Context: an optimization exercise on an open-source flow, tuned for a short achievable clock period and few clock cycles per item. The choices shown serve that exercise and are no tape-out recipe.
The RTL was checked by simulation tests, not by an equivalence proof against the original design.
Power and IR drop assume default switching activity.

==> trial 21: inputs <==
Design sorted_set_insert_delete_top, start of the top module:
module sorted_set_insert_delete_top
(
  input  wire logic               clk,
  input  wire logic               rst_n,
  input  wire logic               in_valid,
  output logic                    in_stall,
  input  wire logic               in_opcode,
  input  wire logic signed [31:0] in_value,
  output logic                    out_valid,
  input  wire logic               out_stall,
  output logic [1:0]              out_status,
  output logic [3:0]              out_position,
  output logic [4:0]              out_entry_count,
  output logic signed [31:0]      out_smallest
);
Settings: LEC_CHECK=0, ABC_CLOCK_PERIOD_IN_PS=1800, CAP_MARGIN=20, CORE_MARGIN=2, CORE_UTILIZATION=40, SETUP_SLACK_MARGIN=3.2, SLEW_MARGIN=20; clock period 5.2 ns.
run.sh (not shown) runs the stock make flow with config.mk's settings and CLKGATE_MAP_FILE= SYNTH_SCRIPT=/design/flow/synth_recipe.tcl, a recipe that flattens the netlist after the stock synthesis.
==> inputs of trial 1, as changes to trial 21 <==
--- a/flow/design.v
+++ b/flow/design.v
@@ -17,25 +17,25 @@
 `default_nettype wire
 `default_nettype none
 import sset_pkg::*;
 module sset_cell
 (
   input  wire logic                    clk,
   input  wire logic                    rst_n,
   input  wire logic                    is_front,
-  input  wire logic                    ins_n,       
-  input  wire logic                    del_n,       
-  input  wire logic signed [VAL_W-1:0] in_opnd,     
+  input  wire logic                    ins,         
+  input  wire logic                    del,         
+  input  wire logic signed [VAL_W-1:0] s0_opnd,     
   input  wire logic signed [VAL_W-1:0] new_val,     
   input  wire logic                    a_lq,        
   input  wire logic                    a_eq,
   input  wire logic                    b_lq,        
   input  wire logic                    b_eq,
-  input  wire logic                    left_ltn,
+  input  wire logic                    left_lt,
   input  wire logic signed [VAL_W-1:0] left_val,
   input  wire logic                    left_held,
   input  wire logic                    left_rlq,
   input  wire logic                    left_req,
   input  wire logic                    left_c1lq,
   input  wire logic                    left_c1eq,
   input  wire logic signed [VAL_W-1:0] right_val,
   input  wire logic                    right_held,
@@ -43,38 +43,44 @@
   input  wire logic                    right_req,
   input  wire logic                    right_c1lq,
   input  wire logic                    right_c1eq,
   output logic signed [VAL_W-1:0]      val_q,
   output logic                         held_q,
   output logic                         lq,          
   output logic                         eq,          
   output logic                         lt,          
-  output logic                         ltn,         
   output logic                         rlq,         
   output logic                         req,
   output logic                         c1lq,        
   output logic                         c1eq
 );
   localparam logic [1:0] SRC_OWN = 2'd0, SRC_LEFT = 2'd1, SRC_RIGHT = 2'd2, SRC_NEW = 2'd3;
   logic signed [VAL_W-1:0] val_r, val_nxt;
   logic                    held_r, held_nxt;
   logic                    lq_r, eq_r, lq_nxt, eq_nxt;
   logic [NCH-1:0]          rlt_r, req_r, rlt_nxt, req_nxt;
-  logic [1:0]              sel_r, sel_nxt, psel_r;
+  logic [1:0]              psel_r, sel;
+  logic                    rm;
   function automatic logic [CH_W-1:0] flip(input logic [CH_W-1:0] x);
     flip = {~x[CH_W-1], x[CH_W-2:0]};
   endfunction
   assign lq = lq_r;
   assign eq = eq_r;
   assign lt = lq_r | (is_front & eq_r);
+  assign rm = held_r & ~lq_r;
+  always_comb begin
+    sel = SRC_OWN;
+    if (ins && !lt)      sel = left_lt ? SRC_NEW : SRC_LEFT;
+    else if (del && rm)  sel = SRC_RIGHT;
+  end
   always_comb begin
     val_nxt  = val_r;
     held_nxt = held_r;
-    case (sel_r)
+    case (sel)
       SRC_LEFT:  begin val_nxt = left_val;  held_nxt = left_held;  end
       SRC_RIGHT: begin val_nxt = right_val; held_nxt = right_held; end
       SRC_NEW:   begin val_nxt = new_val;   held_nxt = 1'b1;       end
       default:   ;
     endcase
   end
   always_comb begin
     rlq = 1'b0;
@@ -85,48 +91,41 @@
     case (psel_r)
       SRC_LEFT:  begin c1lq = left_rlq;  c1eq = left_req;  end
       SRC_RIGHT: begin c1lq = right_rlq; c1eq = right_req; end
       SRC_NEW:   begin c1lq = a_lq;      c1eq = a_eq;      end
       default:   begin c1lq = rlq;       c1eq = req;       end
     endcase
   end
   always_comb begin
-    case (sel_r)
+    case (sel)
       SRC_LEFT:  begin lq_nxt = left_c1lq;  eq_nxt = left_c1eq;  end
       SRC_RIGHT: begin lq_nxt = right_c1lq; eq_nxt = right_c1eq; end
       SRC_NEW:   begin lq_nxt = b_lq;       eq_nxt = b_eq;       end
       default:   begin lq_nxt = c1lq;       eq_nxt = c1eq;       end
     endcase
   end
-  assign ltn = lq_nxt | (is_front & eq_nxt);
-  always_comb begin
-    sel_nxt = SRC_OWN;
-    if (ins_n && !ltn)                   sel_nxt = left_ltn ? SRC_NEW : SRC_LEFT;
-    else if (del_n && held_nxt && !lq_nxt) sel_nxt = SRC_RIGHT;
-  end
   always_comb begin
     for (int j = 0; j < NCH; j++) begin
       if (j == NCH - 1) begin
-        rlt_nxt[j] = held_r & (flip(val_r[j*CH_W +: CH_W]) < flip(in_opnd[j*CH_W +: CH_W]));
-        req_nxt[j] = held_r & (val_r[j*CH_W +: CH_W] == in_opnd[j*CH_W +: CH_W]);
+        rlt_nxt[j] = held_r & (flip(val_r[j*CH_W +: CH_W]) < flip(s0_opnd[j*CH_W +: CH_W]));
+        req_nxt[j] = held_r & (val_r[j*CH_W +: CH_W] == s0_opnd[j*CH_W +: CH_W]);
       end else begin
-        rlt_nxt[j] = val_r[j*CH_W +: CH_W] < in_opnd[j*CH_W +: CH_W];
-        req_nxt[j] = val_r[j*CH_W +: CH_W] == in_opnd[j*CH_W +: CH_W];
+        rlt_nxt[j] = val_r[j*CH_W +: CH_W] < s0_opnd[j*CH_W +: CH_W];
+        req_nxt[j] = val_r[j*CH_W +: CH_W] == s0_opnd[j*CH_W +: CH_W];
       end
     end
   end
   always_ff @(posedge clk) begin
     val_r  <= val_nxt;
     lq_r   <= lq_nxt;
     eq_r   <= eq_nxt;
     rlt_r  <= rlt_nxt;
     req_r  <= req_nxt;
-    sel_r  <= sel_nxt;
-    psel_r <= sel_r;
+    psel_r <= sel;
   end
   always_ff @(posedge clk) begin
     if (!rst_n) held_r <= 1'b0;
     else        held_r <= held_nxt;
   end
   assign val_q  = val_r;
   assign held_q = held_r;
 endmodule
@@ -166,29 +165,27 @@
   logic [CNT_W-1:0]        count_r, count_nxt, count_up, count_dn;
   logic                    r_v;
   logic [1:0]              r_st, st_c;
   logic [IDX_W-1:0]        r_pos, pos_c;
   logic signed [VAL_W-1:0] val_q    [DEPTH];
   logic [DEPTH-1:0]        held_q;
   logic [DEPTH-1:0]        eq_vec, lq_vec, lt_vec;
   logic [DEPTH-1:0]        rlq_vec, req_vec, c1lq_vec, c1eq_vec;
-  logic [DEPTH-1:0]        ltn_vec;
-  logic                    full, full_nxt;
-  logic                    ins, del, ins_nxt, del_nxt;
+  logic                    full;
+  logic                    ins, del;
   logic [RES_W-1:0]        q_data [QDEPTH];
   logic [QDEPTH-1:0]       q_v;
   logic [RES_W-1:0]        res;
   assign in_stall = stall_r;
   assign accept   = in_valid && !stall_r;
   assign pop      = q_v[0] && !out_stall;
-  assign full     = held_q[DEPTH-1];
-  assign full_nxt = ins ? held_q[DEPTH-2] : (del ? 1'b0 : held_q[DEPTH-1]);
-  assign ins_nxt  = rst_n && s1_v && (s1_op == OP_INSERT) && !full_nxt;
-  assign del_nxt  = rst_n && s1_v && (s1_op == OP_DELETE) && found_nxt;
+  assign full  = held_q[DEPTH-1];
+  assign ins   = x_v && (x_op == OP_INSERT) && !full;
+  assign del   = x_v && (x_op == OP_DELETE) && found_r;
   always_comb begin
     for (int j = 0; j < NCH; j++) begin
       if (j == NCH - 1) begin
         ca_lt[j] = {~x_val[j*CH_W+CH_W-1], x_val[j*CH_W +: CH_W-1]}
                  < {~in_value[j*CH_W+CH_W-1], in_value[j*CH_W +: CH_W-1]};
         cb_lt[j] = {~s1_val[j*CH_W+CH_W-1], s1_val[j*CH_W +: CH_W-1]}
                  < {~in_value[j*CH_W+CH_W-1], in_value[j*CH_W +: CH_W-1]};
       end else begin
@@ -207,29 +204,29 @@
       b_lq = cb_lt_r[j] | (cb_eq_r[j] & b_lq);
     end
   end
   assign a_eq = &ca_eq_r;
   assign b_eq = &cb_eq_r;
   genvar g;
   generate
     for (g = 0; g < DEPTH; g++) begin : g_cell
-      logic                    lltn, lheld, lrlq, lreq, lc1lq, lc1eq;
+      logic                    llt, lheld, lrlq, lreq, lc1lq, lc1eq;
       logic                    rheld, rrlq, rreq, rc1lq, rc1eq;
       logic signed [VAL_W-1:0] lv, rv;
       if (g == 0) begin : g_front
-        assign lltn  = 1'b1;
+        assign llt   = 1'b1;
         assign lv    = '0;
         assign lheld = 1'b0;
         assign lrlq  = 1'b0;
         assign lreq  = 1'b0;
         assign lc1lq = 1'b0;
         assign lc1eq = 1'b0;
       end else begin : g_mid
-        assign lltn  = ltn_vec[g-1];
+        assign llt   = lt_vec[g-1];
         assign lv    = val_q[g-1];
         assign lheld = held_q[g-1];
         assign lrlq  = rlq_vec[g-1];
         assign lreq  = req_vec[g-1];
         assign lc1lq = c1lq_vec[g-1];
         assign lc1eq = c1eq_vec[g-1];
       end
       if (g == DEPTH - 1) begin : g_back
@@ -246,25 +243,25 @@
         assign rreq  = req_vec[g+1];
         assign rc1lq = c1lq_vec[g+1];
         assign rc1eq = c1eq_vec[g+1];
       end
       sset_cell u_cell (
         .clk        (clk),
         .rst_n      (rst_n),
         .is_front   (g == 0),
-        .ins_n      (ins_nxt),
-        .del_n      (del_nxt),
-        .in_opnd    (in_value),
+        .ins        (ins),
+        .del        (del),
+        .s0_opnd    (in_value),
         .new_val    (x_val),
         .a_lq       (a_lq),
         .a_eq       (a_eq),
         .b_lq       (b_lq),
         .b_eq       (b_eq),
-        .left_ltn   (lltn),
+        .left_lt    (llt),
         .left_val   (lv),
         .left_held  (lheld),
         .left_rlq   (lrlq),
         .left_req   (lreq),
         .left_c1lq  (lc1lq),
         .left_c1eq  (lc1eq),
         .right_val  (rv),
         .right_held (rheld),
@@ -272,17 +269,16 @@
         .right_req  (rreq),
         .right_c1lq (rc1lq),
         .right_c1eq (rc1eq),
         .val_q      (val_q[g]),
         .held_q     (held_q[g]),
         .lq         (lq_vec[g]),
         .eq         (eq_vec[g]),
         .lt         (lt_vec[g]),
-        .ltn        (ltn_vec[g]),
         .rlq        (rlq_vec[g]),
         .req        (req_vec[g]),
         .c1lq       (c1lq_vec[g]),
         .c1eq       (c1eq_vec[g])
       );
     end
   endgenerate
   always_comb begin
@@ -315,27 +311,23 @@
     occ_nxt = occ_r + 3'(accept) - 3'(pop);
   end
   always_ff @(posedge clk) begin
     if (!rst_n) begin
       occ_r   <= '0;
       stall_r <= 1'b0;
       s1_v    <= 1'b0;
       x_v     <= 1'b0;
-      ins     <= 1'b0;
-      del     <= 1'b0;
       r_v     <= 1'b0;
       count_r <= '0;
     end else begin
       occ_r   <= occ_nxt;
       stall_r <= (occ_nxt >= 3'(CAP));
       s1_v    <= accept;
       x_v     <= s1_v;
-      ins     <= ins_nxt;
-      del     <= del_nxt;
       r_v     <= x_v;
       count_r <= count_nxt;
     end
   end
   always_ff @(posedge clk) begin
     s1_op   <= in_opcode;
     s1_val  <= in_value;
     ca_lt_r <= ca_lt;
==> inputs of trial 65, as changes to trial 21 <==
- CORE_UTILIZATION: 40 -> 60
==> comparison table <==
                                                                     trial 65          trial 21                          trial 1
Status                                       no timing/DRC/antenna violations  no timing/DRC/antenna violations  no timing/DRC/antenna violations
Min setup slack post-route                                            2380 ps           2540 ps                          2890 ps
Comb pwr                                                              2.08 mW           2.07 mW                          1.99 mW
Arrival time worst endpoint                                           3410 ps           3310 ps                          2920 ps
GRT met3 Usage                                                         0.0435            0.0317                           0.0376
Pin count of the biggest net entering global routing                       70                70                               67
Least-Margin Pin Slew                                                  976 ps            966 ps                          1220 ps
Total of clock buffers placed in the layout                               185               177                              160
Met2 track demand over resource                                         0.504             0.341                            0.416
Switching pwr                                                         4.99 mW           5.17 mW                          5.05 mW
Hold Path End                                                        x_val[8]          x_val[3]                             x_op
Required arrival time at the worst endpoint                           5800 ps           5840 ps                          5810 ps
First-pass GRT wire length                                             240 mm            244 mm                           270 mm
Floorplan Core Area                                               95,300 um^2      143,000 um^2                     137,000 um^2
Dominant class by area                                       sequential cells  sequential cells  multi-input combinational cells
Int Pwr                                                               15.5 mW           15.9 mW                          14.9 mW
Critical Path Stages                                                       12                 9                               10
Die X-Extent                                                           314 um            384 um                           375 um
Non-clock buffering overhead                                           0.0438            0.0403                            0.106
Count of inverters other than clock inverters in the layout               205               207                              227
Total global-route track usage                                          0.310             0.212                            0.255
Setup Buffers After CTS                                                    96                78                              204
CTS-repair resized insts                                                  482               455                              864
Testbench counts of trial 21, summed over its fixed seeds: cycles 16,032, items 16,000.
Testbench counts of trial 1, summed over its fixed seeds: cycles 16,032, items 16,000.
Testbench counts of trial 65, summed over its fixed seeds: cycles 16,032, items 16,000.

## what the ideal ports hide
The flow's constraints put no driver on any port. The routed layouts listed below were extracted and timed again, unchanged, in two steps. Step 1 (the two cells are an assumption about what drives the block):
set clk [get_ports {clk}]
set_driving_cell -lib_cell sky130_fd_sc_hd__clkbuf_16 $clk
set_driving_cell -lib_cell sky130_fd_sc_hd__buf_2 [delete_from_list [all_inputs] $clk]
Step 2 also shifts input and output timing later by t, the mid clock arrival at the registers, as if the neighbouring blocks saw the same clock. Slacks: no drivers / after step 1 / after step 2; pairs: no drivers / after step 1.
| run | t, ns | setup WS [ns] | hold WS [ns] |
|---|---|---|---|
| trial 21 | 0.818 | 2.537 / 2.537 / 2.055 | 0.348 / 0.348 / 0.348 |
| trial 1 | 0.827 | 2.891 / 2.867 / 2.295 | 0.330 / 0.330 / 0.330 |
| trial 65 | 0.776 | 2.385 / 2.385 / 2.117 | 0.343 / 0.343 / 0.343 |
After both steps every run listed still meets setup and hold. The setup slack of trial 1, which loses most, moves by -0.024 ns with the drivers and by -0.596 ns with both steps.
